Background: an optimization exercise with open tools, aiming at small area, a short achievable clock period and few clock cycles per item. Do not read the settings as production practice.
At most, simulation tests tie the RTL to the original design; equivalence was not proved.
Power is estimated from default activity; no workload was simulated.

Setup of build 88:
Design precompute_pipe, start of the top module:
module precompute_pipe (
  input  logic    clk,
  input  logic    rst,
  input  logic    in_pass,
  input  logic [3:0]  in_op,
  input  logic [2:0]  in_ra0,
  input  logic [2:0]  in_ra1,
  input  logic [2:0]  in_wa,
  input  logic [15:0] in_imm,
  input  logic    hold,
  output logic    in_accept,
  output logic    out_vld,
  output logic [2:0]  out_wa,
  output logic [31:0] out_wdata
);
  logic [19:0] in_enc;
  logic        h_vld;
  logic [19:0] h_enc;
  logic        h_adv;
  issue_stage i_issue_stage (
    .in_op  (pipe_pkg::opcode_t'(in_op)),
    .in_ra0 (in_ra0),
    .in_ra1 (in_ra1),
    .in_wa  (in_wa),
    .in_imm (in_imm),
    .enc    (in_enc)
  );
  inst_queue #(.DEPTH(15 - 8)) i_inst_queue (
    .clk       (clk),
    .rst       (rst),
    .in_pass   (in_pass),
    .in_enc    (in_enc),
    .h_adv     (h_adv),
    .in_accept (in_accept),
    .h_vld     (h_vld),
    .h_enc     (h_enc)
  );
  exec_unit i_exec_unit (
    .clk       (clk),
    .rst       (rst),
    .hold      (hold),
    .h_vld     (h_vld),
    .h_enc     (h_enc),
  ...
Size in the first run: roughly 2100 cells after synthesis, ~830 flip-flops, ~35000 um^2 of cells after synthesis.
export LEC_CHECK = 0
export CAP_MARGIN = 20
export CORE_MARGIN = 2
export CORE_UTILIZATION = 60
export CTS_CLUSTER_DIAMETER = 100
export CTS_CLUSTER_SIZE = 30
export PLACE_DENSITY = 0.75
export SETUP_SLACK_MARGIN = 1.8
export SLEW_MARGIN = 20
create_clock -name core_clock -period 4.5 [get_ports {clk}]
run.sh (not shown) runs the stock make flow with config.mk's settings and CLKGATE_MAP_FILE= SYNTH_SCRIPT=/design/flow/synth_recipe.tcl, a recipe that flattens the netlist after the stock synthesis.
Testbench counts of build 88, summed over its fixed seeds: cycles 12,080, items 12,000.
[inputs] build 21 vs build 88
Settings: SETUP_SLACK_MARGIN now 2.7, was 1.8; CTS_CLUSTER_DIAMETER no longer set, was 100; CTS_CLUSTER_SIZE no longer set, was 30.
--- outcome ---
Internal portion of total power: build 21 vs build 88 up about 30%. There was hardly any difference in number of enable flip-flop cells after synthesis between build 88 and build 21. Going from build 88 to build 21, power grew by more than a quarter.
What build 26 does differently from build 21 at the input level:
Settings: changing SETUP_SLACK_MARGIN from 2.7 to 2.2; setting CTS_CLUSTER_DIAMETER to 100 for the first time; setting CTS_CLUSTER_SIZE to 30 for the first time.
## What came out
- Compared to build 21, the routing of build 26 uses less wire.
- Termination of the worst setup path = i_exec_unit.g_slice[0].i_rf.mem[6][3]: build 26; termination of the worst setup path = i_exec_unit.r[19]: build 21
- Relative to build 21, the multi-input combinational gate total of build 26 is lower by 13.
- On minimum clock period, build 26 does worse than build 21.
Relative to build 26, the following input files were edited for build 28:
Settings: SETUP_SLACK_MARGIN: 2.2 -> 2.1; CTS_CLUSTER_DIAMETER: 100 -> 80; CTS_CLUSTER_SIZE: 30 -> 25.
## What came out
- Total setup buffers inserted after CTS, build 28 and build 26: higher on build 26
- The final reports for build 28 and build 26 show non-clock buffer count lower in the former.
- Summary of build 28 over build 26: clock-cell share of area up 0.75 points; power saw a decrease; layout filler cell count dropped 53.
- In build 28 the met1 global-route usage turned out 1.2 points lower than in build 26.
- On worst setup slack after layout, the higher figure sits with build 26, not build 28.
- Share of the core filled with cells in the final layout is higher on build 26
- There was hardly any difference in leakage dissipation between build 26 and build 28.

========
fjord:
Another version of the RTL of precompute_pipe (not shown whole).
Size in the first run: about 2500 cells after synthesis, about 900 flip-flops, roughly 70 I/O pins, roughly 38000 um2 of cells after synthesis.
==> flow/config.mk <==
export PLATFORM = sky130hd
export DESIGN_NAME = precompute_pipe
export DESIGN_NICKNAME = precompute_pipe
export VERILOG_FILES = /design/flow/design.v
export SDC_FILE = /design/flow/constraint.sdc
export NUM_CORES = 4
export LEC_CHECK = 0
export CAP_MARGIN = 20
export CORE_MARGIN = 2
export CORE_UTILIZATION = 60
export CTS_CLUSTER_DIAMETER = 100
export CTS_CLUSTER_SIZE = 30
export PLACE_DENSITY = 0.8
export SETUP_SLACK_MARGIN = 2.45
export SLEW_MARGIN = 20
==> flow/constraint.sdc <==
create_clock -name core_clock -period 4.5 [get_ports {clk}]
set_input_delay 0.9000 -clock core_clock [delete_from_list [all_inputs] [get_ports {clk}]]
set_output_delay 0.9000 -clock core_clock [all_outputs]
set_load 0.01 [all_outputs]
Testbench counts of fjord, summed over its fixed seeds: cycles 12,080, items 12,000.
The inputs of cedar differ from those of fjord as listed below.
Settings: PLACE_DENSITY: 0.8 -> 0.7; CORE_UTILIZATION: 60 -> 55; SETUP_SLACK_MARGIN: 2.45 -> 2.5.
==> comparison <==
Relative to fjord, the fmax of cedar is higher by about 0.6%. Per the comparison of cedar with fjord, final net count moved up, power density normalized to cell area moved down.
--- input diff cedar..willow ---
Settings: SETUP_SLACK_MARGIN changed from 2.5 to 2.45.
Results
willow | status: complete | timing, DRC, antenna: pass
Going from cedar to willow, depth of the worst register-to-register path lost 4, sum of internal, switching and leakage power -about 1.1%, fraction of the yosys area taken by sequential cells was more or less identical, clock slew at the register clock pins of the worst setup and hold paths essentially unchanged.

========
== TR ==
Another version of the RTL of precompute_pipe (not shown whole).
Size: ~750 flip-flops.
==> flow/design.v (excerpt) <==
module precompute_pipe (
  input  logic    clk,
  input  logic    rst,
  input  logic    in_pass,
  input  logic [3:0]  in_op,
  input  logic [2:0]  in_ra0,
  input  logic [2:0]  in_ra1,
  input  logic [2:0]  in_wa,
  input  logic [15:0] in_imm,
  input  logic    hold,
  output logic    in_accept,
  output logic    out_vld,
  output logic [2:0]  out_wa,
  output logic [31:0] out_wdata
);
  logic [19:0] in_enc;
  logic        h_vld;
  logic [19:0] h_enc;
  logic        h_adv;
  issue_stage i_issue_stage (
    .in_op  (pipe_pkg::opcode_t'(in_op)),
    .in_ra0 (in_ra0),
    .in_ra1 (in_ra1),
    .in_wa  (in_wa),
    .in_imm (in_imm),
    .enc    (in_enc)
  );
  inst_queue #(.DEPTH(15 - 4)) i_inst_queue (
    .clk       (clk),
    .rst       (rst),
    .in_pass   (in_pass),
    .in_enc    (in_enc),
    .h_adv     (h_adv),
    .in_accept (in_accept),
    .h_vld     (h_vld),
    .h_enc     (h_enc)
  );
  exec_unit i_exec_unit (
    .clk       (clk),
    .rst       (rst),
    .hold      (hold),
    .h_vld     (h_vld),
    .h_enc     (h_enc),
    .h_adv     (h_adv),
    .out_vld   (out_vld),
    .out_wa    (out_wa),
    .out_wdata (out_wdata)
  );
endmodule
clock: 4.5 ns
lec_check: 0
cap_margin: 20
core_margin: 2
core_utilization: 60
place_density: 0.75
setup_slack_margin: 2.0
slew_margin: 20
--- input diff TR..AL ---
- swapping 2.0 for 2.7 in SETUP_SLACK_MARGIN
Findings:
- AL was carried through to the last stage, and its layout satisfied the timing, DRC and antenna checks.
- Cell count in AL is 4.4% higher than in TR
- Comparing TR and AL, the lower combined buffer and inverter count along the critical path is on AL.
- Summary of AL over TR: critical path depth went down; critical path data arrival time decreased by 0.28 ns relative to the old numbers.
- Latest clock arrival within the worst-skew pair: lower on TR
- Delay of the slowest cell on the worst path: AL vs TR up 0.11 ns
- In the metrics for TR and AL, the one carrying the lower non-clock buffer total of the final layout is TR.
- NOTE: share of total power in combinational logic in AL exceeds that of TR
- Highest clock rate: AL vs TR up 23 MHz
- Diff AL..TR | total core area | unchanged
Function was not checked in any run of this note: the RTL went through the layout flow alone.

## afterwards: timing with drivers on the ports
In the flow no input, the clock included, has a driving cell. The finished layouts below were timed again as built, in two steps. Step 1 assumes that a clkbuf_16 drives the clock port and a buf_2 every other input. Step 2 adds t to the input delays and takes it off the output delays; t is the mean of the earliest and latest rising clock arrival at the registers after step 1. Input paths then give back, and output paths get back, about the clock's delay inside the block. Slacks: no drivers / after step 1 / after step 2; pairs: no drivers / after step 1.
run | t, ns | setup slack, ns | latest minus earliest clock arrival (ns) | pins driven straight from the clock port
build 88 | 0.690 | 1.882 / 1.822 / 1.218 | 0.026 / 0.026 | 1
build 21 | 0.675 | 2.142 / 2.142 / 1.937 | 0.029 / 0.029 | 1
build 26 | 0.690 | 2.055 / 2.055 / 1.611 | 0.040 / 0.040 | 1
build 28 | 0.647 | 2.003 / 2.003 / 1.603 | 0.019 / 0.019 | 1
fjord | 0.660 | 2.436 / 2.388 / 1.821 | 0.023 / 0.024 | 1
cedar | 0.663 | 2.449 / 2.406 / 1.851 | 0.029 / 0.029 | 1
willow | 0.660 | 2.436 / 2.412 / 1.801 | 0.031 / 0.032 | 1
TR | 0.674 | 1.539 / 1.539 / 1.508 | 0.028 / 0.029 | 1
AL | 0.681 | 1.724 / 1.724 / 1.724 | 0.025 / 0.024 | 1
After both steps setup and hold are still met in every run listed. For build 88, which loses most, drivers alone change the setup slack by -0.060 ns; drivers and shift together by -0.664 ns.
